From an optimization exercise on the open Yosys and OpenROAD flow, aimed at small area and few clock cycles per item; shortcuts taken in it are not production practice.
RTL that was checked went through simulation tests only; none was proved equivalent to the original.
No activity file was given, so power comes from the tool's default toggle rates.

// stack_with_remove_by_value_unit
module stack_with_remove_by_value_unit #(
    parameter int unsigned DEPTH = stkrm_pkg::DEPTH_DEFAULT
) (
    input  logic                              aclk,
    input  logic                              aresetn,
    input  logic                              s_tvalid,
    output logic                              s_tready,
    input  logic [stkrm_pkg::S_TDATA_W-1:0]   s_tdata,
    output logic                              m_tvalid,
    input  logic                              m_tready,
    output logic [stkrm_pkg::M_TDATA_W-1:0]   m_tdata
);
    localparam int unsigned FILL_W = $clog2(DEPTH + 1);
    localparam int unsigned VW     = stkrm_pkg::VALUE_W;
    localparam int unsigned CW     = stkrm_pkg::COUNT_W;
    localparam int unsigned NG     = DEPTH / 4;         
    logic [1:0]             cmd;
    logic [VW-1:0]          value;
    logic [VW-1:0]          value_s;       
    logic                   accept;
    logic                   empty;
    logic                   full;
    logic                   any_hit;       
    logic                   is_push;
    logic                   is_pop;
    logic                   is_peek;
    logic                   is_remove;
    logic                   shift_dn;      
    logic                   shift_up;      
    logic                   shift_up_n;
    logic                   rm_go;         
    logic                   phase;
    logic [VW-1:0]          key_phase;     
    logic [VW-1:0]          key_s    [NG/2];   
    logic [VW-1:0]          cell_s   [DEPTH];
    logic                   lo_n     [DEPTH];    
  ...
clock: 3.2 ns
lec_check: 0
cap_margin: 20
core_margin: 2
core_utilization: 30
cts_cluster_diameter: 100
cts_cluster_size: 24
gpl_timing_driven: 0
slew_margin: 20
synth_hierarchical: 1
synth_minimum_keep_size: 0
standard.sh (not shown) runs the stock make flow with config.mk's settings and CLKGATE_MAP_FILE= SYNTH_SCRIPT=/design/flow/synth_recipe.tcl, a recipe that flattens the netlist after the stock synthesis.
==> flow/flow/run.sh <==
#!/bin/bash
# Own flow: the standard layout (standard.sh, unchanged synthesis and
# steps), except that the port buffers are plain buf_2 cells instead of the
# delay buffers buffer_ports picks by default. Every port still gets a buffer.
set -euo pipefail
export BUFFER_PORTS_ARGS="-buffer_cell sky130_fd_sc_hd__buf_2"
bash standard.sh finish > standard_flow.log 2>&1
The starting point completed without violations.
Change:
--- a/flow/design.v
+++ b/flow/design.v
@@ -112,18 +112,12 @@
 );
     always_ff @(posedge aclk) begin
         if (!aresetn) phase <= 1'b0;
         else          phase <= !phase;
     end
 endmodule
-module stkrm_mux2 (input logic s, input logic a, input logic b, output logic y);
-    assign y = s ? b : a;
-endmodule
-module stkrm_xor2 (input logic a, input logic b, output logic y);
-    assign y = a ^ b;
-endmodule
 `timescale 1ns / 1ps
 module stack_with_remove_by_value_unit #(
     parameter int unsigned DEPTH = stkrm_pkg::DEPTH_DEFAULT
 ) (
     input  logic                              aclk,
     input  logic                              aresetn,
@@ -152,13 +146,12 @@
     logic                   shift_dn;      
     logic                   shift_up;      
     logic                   shift_up_n;
     logic                   rm_go;         
     logic                   phase;
     logic [VW-1:0]          key_phase;     
-    logic [VW-1:0]          key_s    [NG/2];   
     logic [VW-1:0]          cell_s   [DEPTH];
     logic                   lo_n     [DEPTH];    
     logic                   hi_n     [DEPTH];    
     logic                   look_n   [DEPTH];    
     logic                   hit      [DEPTH];    
     logic                   grp_n    [DEPTH];    
@@ -167,14 +160,12 @@
     logic                   tot_n    [NG];       
     logic                   pre_a_n  [NG+1];     
     logic                   pre_b_n  [NG+1];     
     logic                   occ      [DEPTH];    
     logic [FILL_W-1:0]      fill_reg;
     logic [FILL_W-1:0]      fill_next;
-    logic [FILL_W-1:0]      fill_early;    
-    logic [FILL_W-1:0]      fill_dec;
     logic                   out_valid_reg;
     logic [VW-1:0]          out_data_reg;
     logic [1:0]             out_status_reg;
     logic                   out_removed_reg;
     logic [FILL_W+CW-1:0]   count_wide;
     assign cmd       = s_tdata[1:0];
@@ -191,15 +182,12 @@
     assign shift_dn   = accept && is_push && !full;
     assign shift_up   = accept && is_pop;         
     assign shift_up_n = !shift_up;
     assign rm_go      = accept && is_remove;
     for (genvar b = 0; b < VW; b++) begin : g_kph
         stkrm_phase u_ph (.aclk(aclk), .aresetn(aresetn), .phase(key_phase[b]));
-        for (genvar c = 0; c < NG / 2; c++) begin : g_kc
-            stkrm_xor2 u_k (.a(value[b]), .b(key_phase[b]), .y(key_s[c][b]));
-        end
     end
     for (genvar i = 0; i < DEPTH; i++) begin : g_cell
         logic [VW-1:0] above_s;
         logic [VW-1:0] below_s;
         if (i == 0) begin : g_top
             assign above_s = value_s;
@@ -209,13 +197,13 @@
         if (i == DEPTH - 1) begin : g_bottom
             assign below_s = '0;
         end else begin : g_inner
             assign below_s = cell_s[i+1];
         end
         assign occ[i] = (fill_reg > FILL_W'(i));
-        stkrm_eq8   u_eq   (.a(cell_s[i]), .b(key_s[i/8]), .lo_n(lo_n[i]), .hi_n(hi_n[i]));
+        stkrm_eq8   u_eq   (.a(cell_s[i]), .b(value_s), .lo_n(lo_n[i]), .hi_n(hi_n[i]));
         stkrm_nand2 u_look (.a(occ[i]), .b(rm_go), .y(look_n[i]));
         stkrm_nor3  u_hit  (.a(lo_n[i]), .b(hi_n[i]), .c(look_n[i]), .y(hit[i]));
         stkrm_cell u_cell (
             .aclk    (aclk),
             .hold    (hold[i]),
             .from_up (shift_dn),
@@ -259,19 +247,15 @@
             stkrm_nand4 u_dn (.a(grp_n[i]), .b(pre_a_n[J]), .c(pre_b_n[J]), .d(shift_up_n),
                               .y(dn[i]));
         end
         stkrm_nor2 u_hold (.a(dn[i]), .b(shift_dn), .y(hold[i]));
     end
     always_comb begin
-        fill_early = fill_reg;
-        if (shift_dn)                    fill_early = fill_reg + 1'b1;
-        else if (shift_up && !empty)     fill_early = fill_reg - 1'b1;
-    end
-    assign fill_dec = fill_reg - 1'b1;
-    for (genvar b = 0; b < FILL_W; b++) begin : g_fill
-        stkrm_mux2 u_m (.s(any_hit), .a(fill_early[b]), .b(fill_dec[b]), .y(fill_next[b]));
+        fill_next = fill_reg;
+        if (shift_dn)                                fill_next = fill_reg + 1'b1;
+        else if ((shift_up && !empty) || any_hit)    fill_next = fill_reg - 1'b1;
     end
     always_ff @(posedge aclk) begin
         if (!aresetn) begin
             phase         <= 1'b0;
             fill_reg      <= '0;
             out_valid_reg <= 1'b0;
Count of clock-buffer cells in the layout went up by 2.
Wire length went down by 6.1%.
Critical path depth rises by 1.
Die area decreases by about 3.5%.
Core utilization rose by 0.58 points.
Total power went up by 5.5%.
Cell count decreases by 2.8%.
Area after synthesis is lower by about 3.5%.
Testbench counts after the change, summed over its fixed seeds: cycles 16,008, items 16,000.
For the first run of this note, only the layout was checked, not whether the RTL still works.

## what the ideal ports hide
How much do the figures lean on ideal ports? The routed layouts below were timed once more, with nothing changed but the port constraints. Step 1: set_driving_cell puts a clkbuf_16 on aclk and a buf_2 on each other input, an assumption about the parent block. Step 2 moves the port delays by t, midway between the first and last clock arrival at a register: inputs arrive t later, outputs are due t later. That takes back most of the time a late clock gives input paths. Three values: no drivers, after step 1, after step 2; two values: the first two.
run | t, ns | setup slack, ns | clock arrival spread, ns | worst data-port slew with drivers (ns) | pins driven straight from the clock port
the first run | 0.551 | 0.112 / 0.112 / -0.383 | 0.020 / 0.020 | 0.10 | 1
the second run | 0.553 | 0.132 / 0.132 / -0.229 | 0.025 / 0.025 | 0.05 | 1
With both steps, setup timing fails in the first run and the second run, where it was met with ideal ports. For the first run, which loses most, drivers alone change the setup slack by 0.000 ns; drivers and shift together by -0.495 ns.
